What follows belongs to an exercise in optimizing a design on an open flow for small area; a production flow would make more cautious choices.
Where RTL was checked, it was by simulation tests only, not by an equivalence proof against the original.
Function not checked in run 4: the RTL went through the layout flow alone.
Power figures rest on the tool's default switching activity, not on a simulated workload.

==> flow/design.v <==
package line_window_pkg;
    parameter int PIX_W = 8;
    parameter int DEF_ROW_W = 256;
    parameter int DEF_COL_H = 256;
    parameter int DEF_ROWS  = 3;
    typedef logic [PIX_W-1:0] pix_t;
    typedef struct packed {
        logic line;
        logic frame;
        pix_t pix;
    } pix_in_t;
endpackage
`timescale 1ns/1ps
module sync_tracker (
    input  logic                    i_clk,
    input  logic                    i_rst_n,
    input  line_window_pkg::pix_in_t i_stream,
    output line_window_pkg::pix_t   o_pix,         
    output logic                    o_act,         
    output logic                    o_frame,       
    output logic                    o_start,       
    output logic                    o_end,         
    output logic [1:0]              o_slot,        
    output logic                    o_close,       
    output logic                    o_part         
);
    logic       in_act;
    logic [6:0] r_grp;
    assign in_act = i_stream.line & i_stream.frame;
    always_ff @(posedge i_clk or negedge i_rst_n) begin
        if (!i_rst_n) begin
            o_act   <= 1'b0;
            o_frame <= 1'b0;
        end else begin
            o_act   <= in_act;
            o_frame <= i_stream.frame;
        end
    end
    always_ff @(posedge i_clk) begin
        o_pix <= i_stream.pix;
    end
    assign o_start = in_act & ~o_act;
    assign o_end   = ~in_act & o_act;
    always_ff @(posedge i_clk or negedge i_rst_n) begin
        if (!i_rst_n) begin
            o_slot <= 2'd0;
            r_grp  <= 7'd0;
        end else if (!i_stream.frame) begin
            o_slot <= 2'd0;
            r_grp  <= 7'd0;
        end else if (o_end) begin
            o_slot <= o_slot[1] ? 2'd0 : o_slot + 2'd1;
            if (o_slot[1]) r_grp <= r_grp + 7'd1;
        end
    end
    assign o_part  = r_grp[6] & r_grp[4] & r_grp[2] & r_grp[0];
    assign o_close = o_slot[1] | o_part;
endmodule
`timescale 1ns/1ps
module line_write_ctrl #(
    parameter int ROW_W = line_window_pkg::DEF_ROW_W
) (
    input  logic                     i_clk,
    input  logic                     i_act,
    input  logic                     i_start,
    input  logic [1:0]               i_slot,
    output logic [1:0]               o_we,
    output logic [1:0]               o_mark,
    input  logic [$clog2(ROW_W)-1:0] i_pos0,
    input  logic [$clog2(ROW_W)-1:0] i_pos1,
    output logic [$clog2(ROW_W)-3:0] o_tsel0,
    output logic [$clog2(ROW_W)-3:0] o_tsel1,
    output logic [1:0]               o_dsel0,
    output logic [1:0]               o_dsel1
);
    logic [$clog2(ROW_W)-1:0] r_rpos0, r_rpos1;
    logic                     load;
    localparam int ADDR_W = $clog2(ROW_W);
    assign o_we[0]   = i_act & (i_slot == 2'd0);
    assign o_we[1]   = i_act & (i_slot == 2'd1);
    assign o_mark[0] = i_start & (i_slot == 2'd0);
    assign o_mark[1] = i_start & (i_slot == 2'd1);
    assign load = i_start && i_slot == 2'd2;
    always_ff @(posedge i_clk) begin
        if (load) begin
            r_rpos0 <= i_pos0;
            r_rpos1 <= i_pos1;
        end
    end
    assign o_tsel0 = load ? i_pos0[ADDR_W-1:2] : r_rpos0[ADDR_W-1:2];
    assign o_tsel1 = load ? i_pos1[ADDR_W-1:2] : r_rpos1[ADDR_W-1:2];
    assign o_dsel0 = r_rpos0[1:0];
    assign o_dsel1 = r_rpos1[1:0];
endmodule
`timescale 1ns/1ps
module line_ram #(
    parameter int ROW_W = line_window_pkg::DEF_ROW_W
) (
    input  logic                     i_clk,
    input  logic                     i_we,       
    input  line_window_pkg::pix_t    i_wdata,
    input  logic                     i_mark,     
    output logic [$clog2(ROW_W)-1:0] o_pos,
    input  logic [$clog2(ROW_W)-3:0] i_tsel,     
    input  logic [1:0]               i_dsel,     
    output line_window_pkg::pix_t    o_rdata
);
    localparam int ADDR_W = $clog2(ROW_W);
    localparam int TAPS   = ROW_W / 4;
    line_window_pkg::pix_t ring [ROW_W];
    line_window_pkg::pix_t tap;
    line_window_pkg::pix_t dly [1:3];
    always_ff @(posedge i_clk) begin
        ring[0] <= i_we ? i_wdata : ring[ROW_W-1];
        for (int i = 1; i < ROW_W; i++) begin
            ring[i] <= ring[i-1];
        end
    end
    always_ff @(posedge i_clk) begin
        o_pos <= i_mark ? ADDR_W'(2) : o_pos + 1'b1;
    end
    always_comb begin
        tap = '0;
        for (int c = 0; c < TAPS; c++) begin
            tap = tap | (ring[4*c] & {line_window_pkg::PIX_W{i_tsel == (ADDR_W-2)'(c)}});
        end
    end
    always_ff @(posedge i_clk) begin
        dly[1] <= tap;
        dly[2] <= dly[1];
        dly[3] <= dly[2];
    end
    always_comb begin
        case (i_dsel)
            2'd0:    o_rdata = tap;
            2'd1:    o_rdata = dly[1];
            2'd2:    o_rdata = dly[2];
            default: o_rdata = dly[3];
        endcase
    end
endmodule
`timescale 1ns/1ps
module row_assembler (
    input  logic                    i_clk,
    input  logic                    i_rst_n,
    input  line_window_pkg::pix_t   i_pix,
    input  logic                    i_frame,
    input  logic                    i_start,
    input  logic                    i_end,
    input  logic                    i_close,
    input  logic                    i_part,
    input  line_window_pkg::pix_t   i_row0,
    input  line_window_pkg::pix_t   i_row1,
    output logic [23:0]             o_win,
    output logic                    o_win_valid,
    output logic                    o_partial,
    output logic                    o_frame
);
    localparam line_window_pkg::pix_t PAD = 8'h01;    
    logic                  r_rd, r_v1, r_v2, r_rp, r_p1, r_p2, r_frame_d1;
    line_window_pkg::pix_t r_pix_d1, r_pix_d2, r_a, r_b, r_c;
    always_ff @(posedge i_clk or negedge i_rst_n) begin
        if (!i_rst_n) begin
            r_rd        <= 1'b0;
            r_rp        <= 1'b0;
            r_v1        <= 1'b0;
            r_v2        <= 1'b0;
            r_p1        <= 1'b0;
            r_p2        <= 1'b0;
            o_win_valid <= 1'b0;
            o_partial   <= 1'b0;
            r_frame_d1  <= 1'b0;
            o_frame     <= 1'b0;
        end else begin
            if (i_end) begin
                r_rd <= 1'b0;
                r_rp <= 1'b0;
            end else if (i_start && i_close) begin
                r_rd <= 1'b1;
                r_rp <= i_part;
            end
            r_v1        <= r_rd;
            r_v2        <= r_v1;
            o_win_valid <= r_v2;
            r_p1        <= r_rp;
            r_p2        <= r_p1;
            o_partial   <= r_p2;
            r_frame_d1  <= i_frame;
            o_frame     <= r_frame_d1;
        end
    end
    always_ff @(posedge i_clk) begin
        r_pix_d1 <= i_pix;
        r_pix_d2 <= r_pix_d1;
        r_a      <= i_row0;
        r_b      <= i_row1;
        r_c      <= r_pix_d2;
    end
    assign o_win = !o_win_valid ? '0 :
                   o_partial    ? {r_c, PAD, PAD} : {r_a, r_b, r_c};
endmodule
`timescale 1ns/1ps
module line_window_top #(
    parameter int ROW_W = line_window_pkg::DEF_ROW_W,
    parameter int COL_H = line_window_pkg::DEF_COL_H,
    parameter int ROWS  = line_window_pkg::DEF_ROWS
) (
    input  logic                  i_clk,
    input  logic                  i_rst_n,
    input  line_window_pkg::pix_in_t               i_stream,
    output logic [line_window_pkg::PIX_W*ROWS-1:0] o_win,
    output logic                  o_win_valid,
    output logic                  o_partial,
    output logic                  o_frame
);
    localparam int ADDR_W = $clog2(ROW_W);
    line_window_pkg::pix_t pix;
    logic                  act, frame, start, row_end, close, part;
    logic [1:0]            slot, we, mark;
    logic [ADDR_W-1:0]     pos [2];
    logic [ADDR_W-3:0]     tsel [2];
    logic [1:0]            dsel [2];
    line_window_pkg::pix_t rdata [2];
    sync_tracker u_sync_tracker (
        .i_clk    (i_clk),
        .i_rst_n  (i_rst_n),
        .i_stream (i_stream),
        .o_pix    (pix),
        .o_act    (act),
        .o_frame  (frame),
        .o_start  (start),
        .o_end    (row_end),
        .o_slot   (slot),
        .o_close  (close),
        .o_part   (part)
    );
    line_write_ctrl #(
        .ROW_W (ROW_W)
    ) u_line_write_ctrl (
        .i_clk   (i_clk),
        .i_act   (act),
        .i_start (start),
        .i_slot  (slot),
        .o_we    (we),
        .o_mark  (mark),
        .i_pos0  (pos[0]),
        .i_pos1  (pos[1]),
        .o_tsel0 (tsel[0]),
        .o_tsel1 (tsel[1]),
        .o_dsel0 (dsel[0]),
        .o_dsel1 (dsel[1])
    );
    for (genvar k = 0; k < ROWS - 1; k++) begin : g_line_ram
        line_ram #(
            .ROW_W (ROW_W)
        ) u_line_ram (
            .i_clk   (i_clk),
            .i_we    (we[k]),
            .i_wdata (pix),
            .i_mark  (mark[k]),
            .o_pos   (pos[k]),
            .i_tsel  (tsel[k]),
            .i_dsel  (dsel[k]),
            .o_rdata (rdata[k])
        );
    end
    row_assembler u_row_assembler (
        .i_clk       (i_clk),
        .i_rst_n     (i_rst_n),
        .i_pix       (pix),
        .i_frame     (frame),
        .i_start     (start),
        .i_end       (row_end),
        .i_close     (close),
        .i_part      (part),
        .i_row0      (rdata[0]),
        .i_row1      (rdata[1]),
        .o_win       (o_win),
        .o_win_valid (o_win_valid),
        .o_partial   (o_partial),
        .o_frame     (o_frame)
    );
endmodule
==> flow/run.sh <==
#!/bin/bash
# synth_recipe.tcl (not shown) runs the flow's synth.tcl, then flattens the netlist and writes it again
# the make line also repeats each setting of config.mk as NAME=value (left out here)
make -C /OpenROAD-flow-scripts/flow DESIGN_CONFIG=/design/flow/config.mk WORK_HOME=/design/flow/orfs CLKGATE_MAP_FILE= SYNTH_SCRIPT=/design/flow/synth_recipe.tcl finish
==> flow/config.mk <==
export PLATFORM = sky130hd
export DESIGN_NAME = line_window_top
export DESIGN_NICKNAME = line_window_top
export VERILOG_FILES = /design/flow/design.v
export SDC_FILE = /design/flow/constraint.sdc
export NUM_CORES = 4
export LEC_CHECK = 0
export CAP_MARGIN = 20
export CORE_MARGIN = 2
export CORE_UTILIZATION = 60
export CTS_BUF_LIST = sky130_fd_sc_hd__clkbuf_8
export SLEW_MARGIN = 20
==> flow/constraint.sdc <==
create_clock -name core_clock -period 5.0 [get_ports {i_clk}]
set_input_delay 1.0000 -clock core_clock [delete_from_list [all_inputs] [get_ports {i_clk}]]
set_output_delay 1.0000 -clock core_clock [all_outputs]
set_load 0.01 [all_outputs]
==> results of run 1 <==
-- per-layer routing --
layer	vias to the layer above	share of wire, %	global-route usage (%)	routed length, µm
met3	636	9.9	9.52	24400
li1	21700	-	-	-
met4	10	3.5	11.3	8540
met5	-	0.028	0	69
met2	2349	39	40.0	96800
met1	23800	47	45.4	116000
-- power groups by stage --
stage | Clock, mW | Sequential (mW) | Combinational (mW)
final | 25.6 | 34.4 | 0.628
after CTS | 26.1 | 34.4 | 0.610
after global placement | 0 | 35.2 | 0.624
after detailed placement | 0 | 35.2 | 0.607
after global routing | 27.6 | 34.4 | 0.646
after floorplan | 0 | 34.9 | 0.453
-- layout make-up --
| cell class | instances | area (µm²) |
|---|---|---|
| clock inverter | 275 | 1440 |
| antenna | 23 | 57.6 |
| multi-input combinational | 1446 | 10300 |
| clock buffer | 737 | 10100 |
| tap | 2072 | 2590 |
| inverter | 33 | 124 |
| timing repair buffer | 243 | 2180 |
| fill | 10200 | 46600 |
| sequential | 4245 | 85300 |
-- registers in the layout, indices dropped and copies added, names as in the netlist, 2 cells and up --
register and cells:
u_row_assembler.r_a 8, u_row_assembler.r_pix_d2 8, u_sync_tracker.o_pix 8, u_line_write_ctrl.r_rpos1 8
u_row_assembler.r_c 8, g_line_ram.u_line_ram.dly 48, u_row_assembler.r_pix_d1 8, u_row_assembler.r_b 8
g_line_ram.u_line_ram.ring 4096, u_sync_tracker.r_grp 7, g_line_ram.u_line_ram.o_pos 16, u_sync_tracker.o_slot 2
u_line_write_ctrl.r_rpos0 8
-- final timing paths --
check / startpoint / endpoint / slack, ns / depth (start not counted)
min in group asynchronous: i_rst_n / u_row_assembler.o_partial / 0.46 / 1
hold / removal: g_line_ram[1].u_line_ram.ring[134][5] / g_line_ram[1].u_line_ram.ring[135][5] / 0.24 / 0
max in group asynchronous: i_rst_n / u_sync_tracker.o_act / 3.86 / 1
hold reg to reg: g_line_ram[1].u_line_ram.ring[134][5] / g_line_ram[1].u_line_ram.ring[135][5] / 0.24 / 0
setup / recovery: u_sync_tracker.o_act / u_row_assembler.r_a[6] / 0.35 / 11
setup reg to reg: u_sync_tracker.o_act / u_row_assembler.r_a[6] / 0.35 / 11
-- layout by cell type (no fill, tap or decap), types with 50 or more instances in the layout --
cell,n
nor4_1,104
clkbuf_8,737
clkinv_2,50
nand2_1,67
o22ai_1,61
dfxtp_1,4208
a22oi_1,349
buf_4,184
nand4_1,50
nor2_1,72
inv_1,215
o21ai_0,62
-- logic make-up (layout without fill, tap and decap cells) --
family          after synthesis  after routing
mux                          36             36
other cells                   0             23
buf+inv                     186           1288
compound gates              834            834
simple gates                557            557
fa+ha+maj                     3              3
flops                      4245           4245
xor+xnor                     16             16
-- worst register-to-register path, delay by kind of cell (launching register included) --
family,cells,cell delay (ns)
AND/OR/NAND/NOR,3,0.78
AO/OA/AOI/OAI,3,1.32
buffers and inverters,4,1.28
multiplexers,1,0.50
flip-flops,1,0.59
==> qor.yml, run 1 <==
ios: 39
pwr-share-seq_pct: 56.7
grt_use_total_pct: 30.0
rsz0062_at_grt: "no"
hold_class: "reg -> reg"
fmax_mhz: 215
antenna_found_initial: 51
wire_per_inst_um: 27.1
synth_cell_types: 72
tritoncts: "yes"
comb_power_share_pct: 1.0
cpLargestDelayFamily: "compound AO/OA/AOI/OAI gates"
synthTopCellsByCount: "dfxtp_1 (4208), a22oi_1 (349), nor4_1 (105), clkbuf_1 (97), nor2_1 (73)"
yosys_warnings: 11
synth_seq_cells: 4245
grt_pass1_wl_um: 341000
p_sw_mw: 12.7
status: "timing/DRC/antenna clean"
postRouteAntennaNets: 0
worstMarginPinSlew_ns: 1.11
cts_hold_buf: 0
arrival_ns: 5.54
synthAdderAreaFrac_pct: 0.0390
post-place-ws_ns: -0.00430
leakagePower_nw: 45.0
required_ns: 5.89
synth_xor_area_share_pct: 0.146
layout_setup_ws_ns: 0.350
grt_overflow_total: 0
switching_share_pct: 20.9
cts_buffers: 600
avgSynthCellArea_um2: 16.4
cts_max_level: 6
end_kind: "flop"
vdd_drop_max_v: 0.000408
final-setup-viol-count: 0
synth_mux_area_share_pct: 0.451
period_share_pct: 93.0
path_clk_slew_ns: 0.07
critPathMaxFanout: 33
synth.area.top_cells: "dfxtp_1 (88%), a22oi_1 (2.7%), nor4_1 (0.68%), dfrtp_1 (0.55%), edfxtp_1 (0.50%)"
fin_total_pwr_mw: 60.7
finalNetCount: 6584
powerDensity_nw_per_um2: 541
syn_inst: 5877
layout.cells.non_filler: 9074
critical_path.max_stage_delay_ns: 0.99
synth_edf_count: 16
vias: 48400
yosys.area.top_type: "dfxtp_1"
drc_errors: 0
drv_slew: 0
first_pass_iters: 11
die_h_um: 404
synth_top_family_by_area: "compound AO/OA/AOI/OAI gates"
synthMostInstantiatedCell: "dfxtp_1"
drt-total-wl_um: 246000
dp.cells: 8039
synthDominantCellAreaShare_pct: 87.5
synth_ff_type: "dfxtp_1"
cts_root_buffer: "clkbuf_8"
rows: 146
worstPathBufferInverterCount: 4
finalHoldViolations: 0
power.internal_mw: 48.0
area_growth_pct: 16.5
ys_async_sr_fraction_pct: 0.495
tns_ns: 0
drive_gt1_share_pct: 16.5
path_cells: "clkinv_1, nand2_4, buf_12, o31ai_1, a2111oi_0, buf_4, o2111ai_1, nor4_1, buf_4, nand3_1, mux4_2"
start_util_pct: 60.6
place.gp.congestion: 0.984
netlist_area_um2: 96200
hold-worst-slack_ns: 0.240
grt_pass1_vias: 47600
drtIter0Drc: 5321
period_needed_ns: 4.65
postCtsSetupBuffers: 0
cp-start-kind: "flop"
synth-compound-area-share_pct: 6.48
utilization_pct: 70.6
cts.sinks: 4245
maxCapViolations: 0
synthSimpleGateAreaFrac_pct: 3.47
ys_seq_area_share_pct: 88.6
cpMostUsedCell: "buf_4"
io_buffers: 38
dp_hpwl_um: 171000
vias_per_cell: 5.34
die_area_um2: 164000
worstSkewPairLatency_ns: 1.09
criticalPathCategory: "reg -> reg"
syn_nets: 5892
design_area_um2: 112000
die_w_um: 404
grt_max_degree: 77
core_um2: 159000
clock_skew_ns: 0.0992
placed_area_um2: 100000
cpMaxStageDelayCell: "a2111oi_0"
ctsResizeCount: 0
maxSlewHeadroom_pct: 24.1
pwr-share-clk_pct: 42.2
clock_path_buffers: 4
==> run 2: changes to the inputs <==
--- a/flow/config.mk
+++ b/flow/config.mk
@@ -7,6 +7,8 @@
 export LEC_CHECK = 0
 export CAP_MARGIN = 20
 export CORE_MARGIN = 2
-export CORE_UTILIZATION = 60
+export CORE_UTILIZATION = 55
 export CTS_BUF_LIST = sky130_fd_sc_hd__clkbuf_8
+export CTS_CLUSTER_DIAMETER = 50
+export CTS_CLUSTER_SIZE = 20
 export SLEW_MARGIN = 20
==> qor.yml, run 2 <==
syn_nets: 5892  # unchanged
wire_per_inst_um: 29.2  # +7.6%
hold_class: "reg -> reg"
synthDominantCellAreaShare_pct: 87.5  # unchanged
grt_pass1_vias: 43700  # -8.1%
final_cell_mix: "dfxtp_1 (4208), a22oi_1 (349), clkbuf_8 (293)"
netlist_area_um2: 96200  # unchanged
arrival_ns: 5.46  # -0.08 ns
vdd_drop_max_v: 0.000414  # +1.5%
place.gp.congestion: 0.951  # -3.3%
critPathMaxFanout: 19  # -42%
synthTopCellsByCount: "dfxtp_1 (4208), a22oi_1 (349), nor4_1 (105), clkbuf_1 (97), nor2_1 (73)"
cp-startpoint: "i_stream[9]"
period_share_pct: 90.7  # -2.3 points
die_w_um: 422  # +4.4%
grt_pass1_wl_um: 346000  # +1.2%
vias_per_cell: 5.18  # -3.0%
final_common_cell: "dfxtp_1"
cts_hold_buf: 0  # unchanged
die_h_um: 422  # +4.4%
io_buffers: 38  # unchanged
hp-start: "g_line_ram[0].u_line_ram.ring[1][6]"
avgSynthCellArea_um2: 16.4  # unchanged
tns_ns: 0  # unchanged
yosys.area.top_type: "dfxtp_1"
synth.area.top_cells: "dfxtp_1 (88%), a22oi_1 (2.7%), nor4_1 (0.68%), dfrtp_1 (0.55%), edfxtp_1 (0.50%)"
r2r-end: "u_row_assembler.r_a[7]"
criticalPathCategory: "in -> reg"
cts_root_buffer: "clkbuf_8"
crit_end: "u_row_assembler.r_a[7]"
postCtsSetupBuffers: 0  # unchanged
ios: 39  # unchanged
grt_max_degree: 128  # +66%
final-setup-viol-count: 0  # unchanged
drv_slew: 0  # unchanged
ff2ff_path_depth: 11  # unchanged
synth_seq_cells: 4245  # unchanged
finalNetCount: 6285  # -4.5%
dp_hpwl_um: 185000  # +8.1%
core_um2: 174000  # +9.5%
ys_seq_area_share_pct: 88.6  # unchanged
grt_overflow_total: 0  # unchanged
rr_startpoint: "u_sync_tracker.o_act"
grt_use_total_pct: 28.2  # -1.8 points
fin_total_pwr_mw: 50.6  # -17%
drive_gt1_share_pct: 10.9  # -5.6 points
layout.cells.non_filler: 8678  # -4.4%
cts.sinks: 4245  # unchanged
status: "timing/DRC/antenna clean"
ctsResizeCount: 0  # unchanged
area_growth_pct: 9.75
drt-total-wl_um: 253000  # +2.9%
finalHoldViolations: 0  # unchanged
rsz0062_at_grt: "no"
regMostFlops: "g_line_ram.u_line_ram.ring"
clock_path_buffers: 4  # unchanged
end_kind: "flop"
worstMarginPinSlew_ns: 1.19  # +0.0765 ns
syn_inst: 5877  # unchanged
drc_errors: 0  # unchanged
first_pass_iters: 5  # -6
die_area_um2: 178000  # +9.0%
clock_skew_ns: 0.0407  # -0.0586 ns
path_clk_slew_ns: 0.11  # +0.04 ns
cp-start-kind: "input pin"
min_path_cells: 0  # unchanged
postRouteAntennaNets: 0  # unchanged
cts_max_level: 5  # -1
maxCapViolations: 0  # unchanged
largest_reg_flops: 4096  # unchanged
fmax_mhz: 221  # +2.6%
dp.cells: 8316  # +3.4%
reg_top3: "g_line_ram.u_line_ram.ring x4096, g_line_ram.u_line_ram.dly x48, g_line_ram.u_line_ram.o_pos x16"
required_ns: 5.93  # +0.04 ns
synth_cell_types: 72  # unchanged
cts_buffers: 277  # -54%
tritoncts: "yes"
design_area_um2: 106000  # -5.8%
rows: 153  # +4.8%
yosys_warnings: 11  # unchanged
r2r_slack_ns: 0.50  # +0.15 ns
placed_area_um2: 101000  # +0.52%
period_needed_ns: 4.53  # -0.116 ns
utilization_pct: 60.8  # -9.9 points
maxSlewHeadroom_pct: 20.4  # -3.7 points
drtIter0Drc: 4308  # -19%
start_util_pct: 55.4  # -5.3 points
synth_edf_count: 16  # unchanged
antenna_found_initial: 16  # -69%
powerDensity_nw_per_um2: 479  # -12%
vias: 44900  # -7.3%
worstSkewPairLatency_ns: 1.05  # -0.04 ns
synth_ff_type: "dfxtp_1"
synthMostInstantiatedCell: "dfxtp_1"
leakagePower_nw: 40.9  # -9.2%
ys_async_sr_fraction_pct: 0.495  # unchanged
run 2: kinds of logic after synthesis:
logic type / Yosys count / synth area share (%)
buffers and inverters: 186 / 0.823
AOI/OAI and AO/OA: 834 / 6.48
muxes: 36 / 0.451
xor gates and xnor gates: 16 / 0.146
adders and majority gates: 3 / 0.0390
DFF: 4245 / 88.6
and+or+nand+nor: 557 / 3.47
run 2: layout make-up:
type	instances	area (µm²)
clock buffers	293	4030
inverters	33	124
multi-input cells	1446	10300
flip-flops and latches	4245	85300
repair buffers	267	2360
diodes	12	30.0
clock inverters	57	566
fillers	13200	68200
well taps	2325	2910
run 2: critical path: stages:
cell	delay (ns)
clkdlybuf4s50_1	0.62
and4b_1	0.34
buf_12	0.20
buf_4	0.23
a211oi_1	0.14
or2_0	0.41
a2111o_1	0.49
nor4_1	0.85
buf_4	0.23
nand4_1	0.09
or4_1	0.57
o31a_1	0.26
run 2: how the worst min path moves through the flow:
stage / end / slack, ns
2_1_floorplan: g_line_ram[0].u_line_ram.ring[100][0] / 0.31
3_5_place_dp: g_line_ram[0].u_line_ram.ring[128][7] / 0.31
5_1_grt: g_line_ram[0].u_line_ram.ring[2][6] / 0.30
6_report: g_line_ram[0].u_line_ram.ring[2][6] / 0.31
4_1_cts: u_sync_tracker.o_pix[7] / 0.28
3_3_place_gp: g_line_ram[1].u_line_ram.ring[71][5] / 0.31
run 2: report_power, final:
part           internal (mW)  switching (mW)  total, mW
logic                  0.217           0.470      0.687
registers               34.1           0.280       34.3
clock network           5.74            9.80       15.5
run 2: routing by layer:
layer	up-vias	wire length (µm)	GRT usage, %	share of wire, %
met5	-	69	0	0.027
met1	22100	100000	33.9	40
met3	581	12400	4.49	4.9
met4	10	16800	16.8	6.6
met2	1488	124000	47.8	49
li1	20700	-	-	-
run 2: per-stage QoR:
step / setup WS (ns) / hold WS [ns]
2_1_floorplan: 1.20 / 0.310
3_3_place_gp: -0.498 / 0.309
3_5_place_dp: -0.533 / 0.312
4_1_cts: 0.535 / 0.281
5_1_grt: 0.421 / 0.302
6_report: 0.466 / 0.309
==> run 3: changes to the inputs <==
--- a/flow/config.mk
+++ b/flow/config.mk
@@ -7,8 +7,6 @@
 export LEC_CHECK = 0
 export CAP_MARGIN = 20
 export CORE_MARGIN = 2
-export CORE_UTILIZATION = 55
-export CTS_BUF_LIST = sky130_fd_sc_hd__clkbuf_8
-export CTS_CLUSTER_DIAMETER = 50
-export CTS_CLUSTER_SIZE = 20
+export CORE_UTILIZATION = 70
+export CTS_BUF_LIST = sky130_fd_sc_hd__clkbuf_4 sky130_fd_sc_hd__clkbuf_8
 export SLEW_MARGIN = 20
==> qor.yml, run 3 <==
grt_overflow_total: 0  # unchanged
clock_skew_ns: 0.0775  # +0.0369 ns
drv_slew: 0  # unchanged
r2r_slack_ns: 0.33  # -0.17 ns
synthTopCellsByCount: "dfxtp_1 (4208), a22oi_1 (349), nor4_1 (105), clkbuf_1 (97), nor2_1 (73)"
final_cell_mix: "dfxtp_1 (4208), clkbuf_8 (714), a22oi_1 (349)"
io_buffers: 38  # unchanged
vdd_drop_max_v: 0.000475  # +15%
cts_hold_buf: 0  # unchanged
ys_async_sr_fraction_pct: 0.495  # unchanged
fmax_mhz: 214  # -3.0%
finalHoldViolations: 0  # unchanged
final_common_cell: "dfxtp_1"
drive_gt1_share_pct: 18.5  # +7.7 points
synth.area.top_cells: "dfxtp_1 (88%), a22oi_1 (2.7%), nor4_1 (0.68%), dfrtp_1 (0.55%), edfxtp_1 (0.50%)"
cts_root_buffer: "clkbuf_8"
drc_errors: 0  # unchanged
place.gp.congestion: 1.04  # +9.3%
maxCapViolations: 0  # unchanged
end_kind: "flop"
postRouteAntennaNets: 0  # unchanged
powerDensity_nw_per_um2: 556  # +16%
syn_inst: 5877  # unchanged
hold_class: "reg -> reg"
grt_pass1_wl_um: 367000  # +6.1%
reg_top3: "g_line_ram.u_line_ram.ring x4096, g_line_ram.u_line_ram.dly x48, g_line_ram.u_line_ram.o_pos x16"
first_pass_iters: 7  # +2
clock_path_buffers: 4  # unchanged
avgSynthCellArea_um2: 16.4  # unchanged
finalNetCount: 6537  # +4.0%
tritoncts: "yes"
utilization_pct: 81.6  # +21 points
cts_buffers: 589  # +110%
arrival_ns: 5.59  # +0.13 ns
synth_seq_cells: 4245  # unchanged
rsz0062_at_grt: "no"
largest_reg_flops: 4096  # unchanged
ios: 39  # unchanged
vias_per_cell: 5.75  # +11%
path_clk_slew_ns: 0.07  # -0.04 ns
postCtsSetupBuffers: 0  # unchanged
grt_pass1_vias: 51900  # +19%
wire_per_inst_um: 29.9  # +2.5%
yosys_warnings: 11  # unchanged
die_h_um: 375  # -11%
grt_max_degree: 62  # -52%
grt_use_total_pct: 37.1  # +8.9 points
leakagePower_nw: 44.5  # +8.8%
regMostFlops: "g_line_ram.u_line_ram.ring"
tns_ns: 0  # unchanged
synth_edf_count: 16  # unchanged
area_growth_pct: 16.2
dp_hpwl_um: 167000  # -9.8%
cp-start-kind: "flop"
netlist_area_um2: 96200  # unchanged
ys_seq_area_share_pct: 88.6  # unchanged
critPathMaxFanout: 32  # +13
hold-worst-slack_ns: 0.279  # -0.0306 ns
criticalPathCategory: "reg -> reg"
cts.sinks: 4245  # unchanged
required_ns: 5.92  # about the same
antenna_found_initial: 34  # +18
status: "timing/DRC/antenna clean"
ctsResizeCount: 0  # unchanged
die_area_um2: 140000  # -21%
drtIter0Drc: 5901  # +37%
fin_total_pwr_mw: 62.2  # +23%
synth_ff_type: "dfxtp_1"
start_util_pct: 70.2  # +15 points
vias: 50300  # +12%
worstMarginPinSlew_ns: 1.25  # +0.0667 ns
maxSlewHeadroom_pct: 15.7  # -4.7 points
core_um2: 137000  # -21%
syn_nets: 5892  # unchanged
cts_max_level: 6  # +1
yosys.area.top_type: "dfxtp_1"
period_needed_ns: 4.67  # +0.138 ns
worstSkewPairLatency_ns: 1.07  # +0.02 ns
synthMostInstantiatedCell: "dfxtp_1"
period_share_pct: 93.4  # +2.8 points
rows: 136  # -11%
synth_cell_types: 72  # unchanged
final-setup-viol-count: 0  # unchanged
die_w_um: 375  # -11%
synthDominantCellAreaShare_pct: 87.5  # unchanged
drt-total-wl_um: 262000  # +3.3%
[run 3: cell counts after synthesis]
Identical to the previous run, type by type.
[run 3: area by class of cell]
type / instances / area [µm²]
multi-input cells: 1446 / 10300
flip-flops and latches: 4245 / 85300
inverters: 33 / 124
diodes: 28 / 70.1
repair buffers: 207 / 1850
fillers: 6094 / 25200
clock inverters: 75 / 627
clock buffers: 917 / 11400
well taps: 1794 / 2240
[run 3: per-layer routing]
| metal | wire [µm] | track usage [%] | share of wire [%] |
|---|---|---|---|
| met1 | 111000 | 53.0 | 42 |
| met2 | 109000 | 52.1 | 42 |
| met3 | 29200 | 11.6 | 11 |
| met4 | 12000 | 16.9 | 4.6 |
| met5 | 200 | 0.515 | 0.076 |
[run 3: worst paths after layout]
| path | from | depth (start not counted) | to |
|---|---|---|---|
| worst max register to register | u_sync_tracker.o_act | 11 | u_row_assembler.r_a[5] |
| worst min-delay path | g_line_ram[0].u_line_ram.ring[158][1] | 0 | g_line_ram[0].u_line_ram.ring[159][1] |
| min in group asynchronous | i_rst_n | 1 | u_row_assembler.r_p2 |
| max in group asynchronous | i_rst_n | 1 | u_sync_tracker.o_act |
| worst min register to register | g_line_ram[0].u_line_ram.ring[158][1] | 0 | g_line_ram[0].u_line_ram.ring[159][1] |
| worst max-delay path | u_sync_tracker.o_act | 11 | u_row_assembler.r_a[5] |
[run 3: report_power, final]
part / total [mW] / internal [mW] / leakage, nW / switching, mW
logic: 0.642 / 0.210 / 3.77 / 0.431
clock network: 27.1 / 14.7 / 6.37 / 12.5
registers: 34.4 / 34.1 / 34.4 / 0.330
[run 3: cell families (layout without fill, tap and decap cells)]
kind of cell    Yosys count  count (layout)  share of synthesized area (%)
flops                  4245            4245                           88.6
fa+ha+maj                 3               3                         0.0390
compound gates          834             834                           6.48
other cells               0              28                              0
buf+inv                 186            1232                          0.823
xor+xnor                 16              16                          0.146
mux                      36              36                          0.451
simple gates            557             557                           3.47
[run 3: worst max-delay path: stages (launching register included)]
cell	delay, ns
dfrtp_4	0.72
clkinv_1	0.62
nand2_4	0.41
clkinv_1	0.38
mux2i_1	0.21
buf_4	0.22
a22o_1	0.26
a2111oi_0	0.55
buf_4	0.20
nand4_1	0.08
or4_1	0.57
o31a_1	0.28
[run 3: stage by stage]
step	setup slack (ns)	instances	instance area, µm²
global placement	0.0715	7725	99800
finish	0.328	8745	112000
floorplan	1.20	5877	96200
CTS	0.428	8717	112000
global route	0.194	8722	112000
detailed placement	0.0777	7725	99800
==> run 4: changes to the inputs <==
--- a/flow/design.v
+++ b/flow/design.v
@@ -64,6 +64,8 @@
     input  logic                     i_act,
     input  logic                     i_start,
     input  logic [1:0]               i_slot,
+    input  logic                     i_close,
+    input  logic                     i_busy,     
     output logic [1:0]               o_we,
     output logic [1:0]               o_mark,
     input  logic [$clog2(ROW_W)-1:0] i_pos0,
@@ -73,22 +75,20 @@
     output logic [1:0]               o_dsel0,
     output logic [1:0]               o_dsel1
 );
-    logic [$clog2(ROW_W)-1:0] r_rpos0, r_rpos1;
-    logic                     load;
     localparam int ADDR_W = $clog2(ROW_W);
+    logic [ADDR_W-1:0] r_rpos0, r_rpos1;
     assign o_we[0]   = i_act & (i_slot == 2'd0);
     assign o_we[1]   = i_act & (i_slot == 2'd1);
     assign o_mark[0] = i_start & (i_slot == 2'd0);
     assign o_mark[1] = i_start & (i_slot == 2'd1);
-    assign load = i_start && i_slot == 2'd2;
-    always_ff @(posedge i_clk) begin
-        if (load) begin
+    always_ff @(posedge i_clk) begin
+        if (!(i_busy || (i_start && i_close))) begin
             r_rpos0 <= i_pos0;
             r_rpos1 <= i_pos1;
         end
     end
-    assign o_tsel0 = load ? i_pos0[ADDR_W-1:2] : r_rpos0[ADDR_W-1:2];
-    assign o_tsel1 = load ? i_pos1[ADDR_W-1:2] : r_rpos1[ADDR_W-1:2];
+    assign o_tsel0 = r_rpos0[ADDR_W-1:2];
+    assign o_tsel1 = r_rpos1[ADDR_W-1:2];
     assign o_dsel0 = r_rpos0[1:0];
     assign o_dsel1 = r_rpos1[1:0];
 endmodule
@@ -117,7 +117,7 @@
         end
     end
     always_ff @(posedge i_clk) begin
-        o_pos <= i_mark ? ADDR_W'(2) : o_pos + 1'b1;
+        o_pos <= i_mark ? ADDR_W'(3) : o_pos + 1'b1;
     end
     always_comb begin
         tap = '0;
@@ -154,7 +154,8 @@
     output logic [23:0]             o_win,
     output logic                    o_win_valid,
     output logic                    o_partial,
-    output logic                    o_frame
+    output logic                    o_frame,
+    output logic                    o_busy
 );
     localparam line_window_pkg::pix_t PAD = 8'h01;    
     logic                  r_rd, r_v1, r_v2, r_rp, r_p1, r_p2, r_frame_d1;
@@ -196,6 +197,7 @@
         r_b      <= i_row1;
         r_c      <= r_pix_d2;
     end
+    assign o_busy = r_rd | r_v1 | r_v2;
     assign o_win = !o_win_valid ? '0 :
                    o_partial    ? {r_c, PAD, PAD} : {r_a, r_b, r_c};
 endmodule
@@ -215,7 +217,7 @@
 );
     localparam int ADDR_W = $clog2(ROW_W);
     line_window_pkg::pix_t pix;
-    logic                  act, frame, start, row_end, close, part;
+    logic                  act, frame, start, row_end, close, part, busy;
     logic [1:0]            slot, we, mark;
     logic [ADDR_W-1:0]     pos [2];
     logic [ADDR_W-3:0]     tsel [2];
@@ -241,6 +243,8 @@
         .i_act   (act),
         .i_start (start),
         .i_slot  (slot),
+        .i_close (close),
+        .i_busy  (busy),
         .o_we    (we),
         .o_mark  (mark),
         .i_pos0  (pos[0]),
@@ -278,6 +282,7 @@
         .o_win       (o_win),
         .o_win_valid (o_win_valid),
         .o_partial   (o_partial),
-        .o_frame     (o_frame)
+        .o_frame     (o_frame),
+        .o_busy      (busy)
     );
 endmodule
==> flow/config.mk (replaced) <==
export PLATFORM = sky130hd
export DESIGN_NAME = line_window_top
export DESIGN_NICKNAME = line_window_top
export VERILOG_FILES = /design/flow/design.v
export SDC_FILE = /design/flow/constraint.sdc
export NUM_CORES = 4
export LEC_CHECK = 0
export ABC_AREA = 1
export CAP_MARGIN = 20
export CORE_MARGIN = 2
export CORE_UTILIZATION = 55
export CTS_BUF_LIST = sky130_fd_sc_hd__clkbuf_8
export CTS_CLUSTER_DIAMETER = 45
export CTS_CLUSTER_SIZE = 18
export SLEW_MARGIN = 20
==> qor.yml, run 4 <==
synthMostInstantiatedCell: "dfxtp_1"
fmax_mhz: 234  # +9.3%
synth.area.top_cells: "dfxtp_1 (87%), nand2_1 (4.0%), nand3_1 (3.7%), nor2_1 (1.6%), nand4_1 (0.73%)"
period_share_pct: 85.5  # -8.0 points
drt-total-wl_um: 194000  # -26%
vias: 45600  # -9.3%
grt_overflow_total: 0  # unchanged
core_um2: 174000  # +27%
maxCapViolations: 0  # unchanged
netlist_area_um2: 96600  # +0.43%
leakagePower_nw: 44.8  # +0.57%
drtIter0Drc: 3290  # -44%
criticalPathCategory: "reg -> out"
postCtsSetupBuffers: 0  # unchanged
finalHoldViolations: 0  # unchanged
hp-start: "g_line_ram[1].u_line_ram.ring[77][1]"
clock_path_buffers: 4  # unchanged
hold-worst-slack_ns: 0.258  # -0.0211 ns
vias_per_cell: 4.72  # -18%
synth_ff_type: "dfxtp_1"
worstSkewPairLatency_ns: 1.08  # about the same
clock_skew_ns: 0.0808  # +0.00328 ns
wire_per_inst_um: 20.1  # -33%
finalNetCount: 7180  # +9.8%
die_w_um: 423  # +13%
postRouteAntennaNets: 0  # unchanged
final_cell_mix: "dfxtp_1 (4208), nand2_1 (1017), nand3_1 (715)"
avgSynthCellArea_um2: 14.0  # -14%
worstMarginPinSlew_ns: 1.13  # -0.123 ns
synth_seq_cells: 4245  # unchanged
synthDominantCellAreaShare_pct: 87.2  # -0.37 points
largest_reg_flops: 4096  # unchanged
grt_pass1_vias: 43800  # -16%
synth_edf_count: 16  # unchanged
r2r-end: "u_row_assembler.r_b[4]"
antenna_found_initial: 19  # -44%
synth_cell_types: 26  # -64%
die_area_um2: 179000  # +27%
cts_buffers: 331  # -44%
ys_async_sr_fraction_pct: 0.495  # unchanged
ios: 39  # unchanged
cts_max_level: 5  # -1
drv_slew: 0  # unchanged
tns_ns: 0  # unchanged
io_buffers: 38  # unchanged
cp-start-kind: "flop"
hold_class: "reg -> reg"
path_clk_slew_ns: 0.10  # +0.03 ns
end_kind: "primary output"
grt_max_degree: 121  # +95%
period_needed_ns: 4.27  # -0.398 ns
dp_hpwl_um: 127000  # -24%
cts_hold_buf: 0  # unchanged
critPathMaxFanout: 19  # -41%
powerDensity_nw_per_um2: 525  # -5.7%
min_to: "g_line_ram[1].u_line_ram.ring[78][1]"
ctsResizeCount: 0  # unchanged
post-place-ws_ns: 1.51  # +1.43 ns
layout.cells.non_filler: 9667  # +11%
syn_nets: 6913  # +17%
rows: 153  # +13%
cts_root_buffer: "clkbuf_8"
grt_pass1_wl_um: 283000  # -23%
area_growth_pct: 10.2
reg_top3: "g_line_ram.u_line_ram.ring x4096, g_line_ram.u_line_ram.dly x48, g_line_ram.u_line_ram.o_pos x16"
drive_gt1_share_pct: 8.10  # -10 points
final-setup-viol-count: 0  # unchanged
cts.sinks: 4245  # unchanged
layout_setup_ws_ns: 0.726  # +0.398 ns
yosys_warnings: 11  # unchanged
status: "timing/DRC/antenna clean"
tritoncts: "yes"
die_h_um: 423  # +13%
regMostFlops: "g_line_ram.u_line_ram.ring"
start_util_pct: 55.5  # -15 points
arrival_ns: 3.27  # -2.32 ns
grt_use_total_pct: 21.6  # -15 points
min_path_cells: 0  # unchanged
final_common_cell: "dfxtp_1"
first_pass_iters: 6  # -1
ys_seq_area_share_pct: 88.2  # -0.38 points
place.gp.congestion: 0.844  # -19%
yosys.area.top_type: "dfxtp_1"
r2r_slack_ns: 1.40  # +1.07 ns
required_ns: 4.00  # -1.92 ns
dp.cells: 9157  # +19%
ff2ff_path_depth: 12  # +1
synthTopCellsByCount: "dfxtp_1 (4208), nand2_1 (1017), nand3_1 (715), nor2_1 (416), clkbuf_1 (114)"
drc_errors: 0  # unchanged
vdd_drop_max_v: 0.000487  # +2.5%
rr_startpoint: "u_line_write_ctrl.r_rpos1[2]"
syn_inst: 6898  # +17%
maxSlewHeadroom_pct: 24.4  # +8.7 points
rsz0062_at_grt: "no"
==> run 4: cell types whose count changed after synthesis, sizes merged, moves of 63 or more <==
cell | previous run | this run
a22oi | 349 | 0
nor2 | 73 | 426
nand2 | 68 | 1017
nor4 | 105 | 1
inv | 31 | 99
nand3 | 23 | 715
nand4 | 50 | 113
==> run 4: final cells by class <==
| type | count | area, µm² |
|---|---|---|
| inverter | 104 | 393 |
| clock inverter | 147 | 1550 |
| timing repair buffer | 100 | 921 |
| clock buffer | 354 | 4870 |
| tap | 2325 | 2910 |
| sequential | 4245 | 85200 |
| fill | 13500 | 67800 |
| multi-input combinational | 2383 | 10500 |
| antenna | 9 | 22.5 |
==> run 4: worst max-delay path, stage by stage (launching register included) <==
cell	delay [ns]
dfrtp_1	0.56
inv_1	0.14
nand2_1	0.60
nor2_1	0.33
clkdlybuf4s50_1	0.59
==> run 4: report_power, final <==
part	internal (mW)	switching [mW]	total, mW
combinational	0.444	2.46	2.90
clock	7.70	10.7	18.4
sequential	34.2	0.307	34.5
==> run 4: metal layers <==
layer  up-vias  global-route usage (%)  part of all wire, %
met3       316                    3.70                  5.2
met4         2                    6.77                  2.6
met5         -                       0               0.0072
li1      22400                       -                    -
met1     21900                    34.2                   52
met2      1042                    29.9                   40
==> run 4: cells by family after synthesis <==
kind of cell / after synthesis / share of synthesized area [%]
AOI/OAI and AO/OA: 90 / 0.467
buffers and inverters: 270 / 1.08
xor gates and xnor gates: 3 / 0.0272
adders and majority gates: 3 / 0.0388
and+or+nand+nor: 2287 / 10.2
DFF: 4245 / 88.2
==> run 4: worst max path at each step <==
stage                                            start                           end  slack (ns)  cells past startpoint
after floorplan                            i_stream[9]  u_line_write_ctrl.r_rpos0[0]        1.65                      5
after global placement    u_line_write_ctrl.r_rpos1[2]        u_row_assembler.r_b[5]        1.52                     12
after detailed placement  u_line_write_ctrl.r_rpos1[2]        u_row_assembler.r_b[5]        1.51                     12
after CTS                    u_row_assembler.o_partial                      o_win[1]        0.60                      4
after global routing         u_row_assembler.o_partial                     o_win[11]        0.56                      4
final                        u_row_assembler.o_partial                      o_win[1]        0.73                      4
==> run 4: through the flow <==
stage	total power, mW	area (µm²)	util [%]
floorplan	36.6	96600	-
global placement	38.2	100000	57.4
finish	55.8	106000	61.1
detailed placement	38.2	100000	57.4
CTS	56.3	106000	61.1
global route	57.8	106000	61.1

separate check: timing with driven ports:
How much do the figures lean on ideal ports? The routed layouts below were timed once more, with nothing changed but the port constraints.
Step 1 (the two cells are an assumption about what drives the block):
set clk [get_ports {i_clk}]
set_driving_cell -lib_cell sky130_fd_sc_hd__clkbuf_16 $clk
set_driving_cell -lib_cell sky130_fd_sc_hd__buf_2 [delete_from_list [all_inputs] $clk]
Step 2 also shifts input and output timing later by t, the mid clock arrival at the registers, as if the neighbouring blocks saw the same clock.
a / b / c = ideal ports / drivers / drivers and shift; a / b = the first two.
run | shift t [ns] | slack for setup (ns) | worst setup path at the end | clock arrival spread, ns | pins driven straight from the clock port
run 1 | 1.129 | 0.350 / 0.350 / -0.218 | input to register | 0.109 / 0.109 | 1
run 2 | 1.103 | 0.466 / 0.496 / -0.583 | input to register | 0.062 / 0.061 | 1
run 3 | 1.118 | 0.328 / 0.328 / -0.179 | input to register | 0.087 / 0.087 | 1
run 4 | 1.112 | 0.726 / 0.651 / 1.397 | register to register | 0.096 / 0.096 | 1
Met with ideal ports but missed after step 2: setup timing in run 1, run 2 and run 3. The setup slack of run 2, which loses most, moves by +0.030 ns with the drivers and by -1.049 ns with both steps.
